Context: an optimization exercise on an open-source flow, tuned for small area. The choices shown serve that exercise and are no tape-out recipe. In this exercise RTL edits were held to simulation tests only and were not proved equivalent to the original. No activity file was given, so power comes from the tool's default toggle rates.

Setup of lane 1:
==> flow/design.v <==
package rf_pkg;
    localparam int DEF_ADDRSIZE = 5;
    localparam int DEF_WORDSIZE = 32;
    localparam int ZERO_ADDR    = 0;
    function automatic int lsb_of(input int port, input int width);
        lsb_of = port * width;
    endfunction
endpackage
module rf_aoi222 (
    input  logic a0, b0, a1, b1, a2, b2,
    output logic y
);
    assign y = ~((a0 & b0) | (a1 & b1) | (a2 & b2));
endmodule
module rf_nand4 (
    input  logic a, b, c, d,
    output logic y
);
    assign y = ~(a & b & c & d);
endmodule
module rf_last (
    input  logic a0, b0, a1, b1, c, d,
    output logic y
);
    assign y = (a0 & b0) | (a1 & b1) | ~(c & d);
endmodule
module rf_or3 (
    input  logic a, b, c,
    output logic y
);
    assign y = a | b | c;
endmodule
module rf_rdbit (
    input  logic [31:0] sel,
    input  logic [31:0] d,
    output logic        y
);
    logic [9:0]  n;
    logic [2:0]  p;
    for (genvar g = 0; g < 10; g++) begin : g_aoi
        rf_aoi222 u_aoi (
            .a0(sel[3*g]),   .b0(d[3*g]),
            .a1(sel[3*g+1]), .b1(d[3*g+1]),
            .a2(sel[3*g+2]), .b2(d[3*g+2]),
            .y (n[g])
        );
    end
    rf_nand4 u_n0 (.a(n[0]), .b(n[1]), .c(n[2]),  .d(n[3]), .y(p[0]));
    rf_nand4 u_n1 (.a(n[4]), .b(n[5]), .c(n[6]),  .d(n[7]), .y(p[1]));
    rf_last  u_n2 (.a0(sel[30]), .b0(d[30]), .a1(sel[31]), .b1(d[31]),
                   .c(n[8]), .d(n[9]), .y(p[2]));
    rf_or3   u_o  (.a(p[0]), .b(p[1]), .c(p[2]), .y(y));
endmodule
module regfile_sb
#(
    parameter int ADDRSIZE = rf_pkg::DEF_ADDRSIZE,
    parameter int WORDSIZE = rf_pkg::DEF_WORDSIZE,
    parameter int NREAD    = 2,
    parameter int ZERO_REG = 1,
    parameter int BYPASS   = 1
) (
    input  logic                        clk,
    input  logic                        rst_n,
    input  logic                        regwr,
    input  logic [ADDRSIZE-1:0]         rd,
    input  logic [WORDSIZE-1:0]         rddata,
    input  logic [NREAD*ADDRSIZE-1:0]   rs,
    output logic [NREAD*WORDSIZE-1:0]   rsdata,
    output logic [NREAD-1:0]            rsbusy,
    input  logic                        issue,
    input  logic [ADDRSIZE-1:0]         issue_rd,
    input  logic                        flush,
    output logic [(1<<ADDRSIZE)-1:0]    busy_vec
);
    localparam int NREGS = 1 << ADDRSIZE;
    logic [NREGS-1:0][WORDSIZE-1:0] regs;
    logic [NREGS-1:0]               written;
    logic [NREGS-1:0]               we;       
    logic [NREGS-1:0]               iss;      
    logic [NREGS-1:0]               rd_ok;    
    always_comb begin
        for (int i = 0; i < NREGS; i++) begin
            we[i]  = regwr && (rd == ADDRSIZE'(i)) && (i != 0);
            iss[i] = issue && (issue_rd == ADDRSIZE'(i)) && (i != 0);
        end
    end
    always_ff @(posedge clk) begin
        for (int i = 1; i < NREGS; i++) begin
            if (we[i]) begin
                regs[i] <= rddata;
            end
        end
    end
    always_ff @(posedge clk or negedge rst_n) begin
        if (!rst_n) begin
            written <= '0;
        end else begin
            for (int i = 1; i < NREGS; i++) begin
                if (we[i]) begin
                    written[i] <= 1'b1;
                end
            end
        end
    end
    always_ff @(posedge clk or negedge rst_n) begin
        if (!rst_n) begin
            busy_vec <= '0;
        end else begin
            for (int i = 1; i < NREGS; i++) begin
                busy_vec[i] <= iss[i] | (busy_vec[i] & ~flush & ~we[i]);
            end
        end
    end
    assign rd_ok = written & ~we;
    for (genvar k = 0; k < NREAD; k++) begin : g_read
        logic [ADDRSIZE-1:0] addr;
        logic [NREGS-1:0]    dec;
        logic [NREGS-1:0]    sel;     
        logic                byp;
        assign addr = rs[rf_pkg::lsb_of(k, ADDRSIZE) +: ADDRSIZE];
        always_comb begin
            for (int i = 0; i < NREGS; i++) begin
                dec[i] = (addr == ADDRSIZE'(i)) && (i != 0);
            end
        end
        assign byp = regwr && (rd == addr) && (addr != '0);
        assign sel = {byp, dec[NREGS-1:1] & rd_ok[NREGS-1:1]};
        for (genvar b = 0; b < WORDSIZE; b++) begin : g_bit
            logic [NREGS-1:0] d;
            for (genvar i = 1; i < NREGS; i++) begin : g_d
                assign d[i-1] = regs[i][b];
            end
            assign d[NREGS-1] = rddata[b];
            rf_rdbit u_bit (.sel(sel), .d(d), .y(rsdata[rf_pkg::lsb_of(k, WORDSIZE) + b]));
        end
        assign rsbusy[k] = |(dec & busy_vec & ~we);
    end
endmodule
==> flow/config.mk <==
export PLATFORM = sky130hd
export DESIGN_NAME = regfile_sb
export DESIGN_NICKNAME = regfile_sb
export VERILOG_FILES = /design/flow/design.v
export SDC_FILE = /design/flow/constraint.sdc
export NUM_CORES = 4
export LEC_CHECK = 0
export CAP_MARGIN = 10
export CORE_MARGIN = 2
export CORE_UTILIZATION = 60
export CTS_BUF_LIST = sky130_fd_sc_hd__clkbuf_4 sky130_fd_sc_hd__clkbuf_8
export CTS_CLUSTER_SIZE = 20
export SLEW_MARGIN = 10
export SYNTH_HIERARCHICAL = 1
export SYNTH_MINIMUM_KEEP_SIZE = 0
==> flow/constraint.sdc <==
create_clock -name core_clock -period 8.0 [get_ports {clk}]
set_input_delay 1.6000 -clock core_clock [delete_from_list [all_inputs] [get_ports {clk}]]
set_output_delay 1.6000 -clock core_clock [all_outputs]
set_load 0.01 [all_outputs]
standard.sh (not shown) runs the stock make flow with config.mk's settings and CLKGATE_MAP_FILE= SYNTH_SCRIPT=/design/flow/synth_recipe.tcl, a recipe that flattens the netlist after the stock synthesis.
==> flow/flow/run.sh <==
#!/bin/bash
# Own layout flow: the standard flow (standard.sh: unchanged synthesis,
# floorplan, power grid and tap cells), with three changes to how the layout
# is made:
#   - port buffers use sky130_fd_sc_hd__buf_1 instead of the delay buffer the
#     resizer picks by default (every port still gets its own buffer);
#   - clock tree: sink clusters of up to 16 registers driven by clkbuf_4 or
#     clkbuf_8, and no dummy loads (all registers still get the clock through
#     the buffered tree, from one root buffer);
#   - after global routing, gates off the critical paths are downsized
#     (ORFS's RECOVER_POWER step, which keeps timing met).
# ORFS's full output goes to standard.log in the work folder; its per-step
# logs stay under orfs/logs/.
set -euo pipefail
bash standard.sh \
  'CTS_ARGS=-sink_clustering_enable -repair_clock_nets -dont_use_dummy_load -sink_clustering_size 16 -sink_clustering_max_diameter 60 -buf_list {sky130_fd_sc_hd__clkbuf_4 sky130_fd_sc_hd__clkbuf_8}' \
  'BUFFER_PORTS_ARGS=-buffer_cell sky130_fd_sc_hd__buf_1' \
  RECOVER_POWER=100 \
  finish > standard.log 2>&1
In lane 1 the implementation completed, yet the final layout does not meet the checks, the culprit being max-capacitance violations, max-slew violations.
[inputs] lane 2 vs lane 1
--- a/flow/flow/run.sh
+++ b/flow/flow/run.sh
@@ -3 +3 @@
-# floorplan, power grid and tap cells), with three changes to how the layout
+# floorplan, power grid and tap cells), with two changes to how the layout
@@ -10,2 +9,0 @@
-#   - after global routing, gates off the critical paths are downsized
-#     (ORFS's RECOVER_POWER step, which keeps timing met).
@@ -18 +15,0 @@
-  RECOVER_POWER=100 \
## What came out
Of lane 1 and lane 2, only lane 1 fails to finish with a clean layout. The flow for lane 1 finished, though final verification flagged max-capacitance violations, max-slew violations. Row final critical-path required period: lane 2 lower / lane 1 higher. Lane 2 vs. lane 1: core utilization picked up an extra 0.30 points, wire length neither gained nor lost much, final cell area excluding filler cells picked up an extra 0.45%, total leakage power picked up an extra 0.16 nW, fraction of area in registers lost 0.31 points.

==> re-timing with driven ports <==
In the flow no input, the clock included, has a driving cell. The finished layouts below were timed again as built, in two steps.
Step 1 assumes that a clkbuf_16 drives the clock port and a buf_2 every other input.
Step 2 moves the port delays by t, midway between the first and last clock arrival at a register: inputs arrive t later, outputs are due t later. That takes back most of the time a late clock gives input paths.
Three values: no drivers, after step 1, after step 2; two values: the first two.
| run | shift t [ns] | slack for setup (ns) | slew at the worst register clock pin (ns) |
|---|---|---|---|
| lane 1 | 0.762 | 0.919 / 0.887 / 0.887 | 0.11 / 0.11 |
| lane 2 | 0.760 | 1.395 / 1.363 / 1.363 | 0.11 / 0.11 |
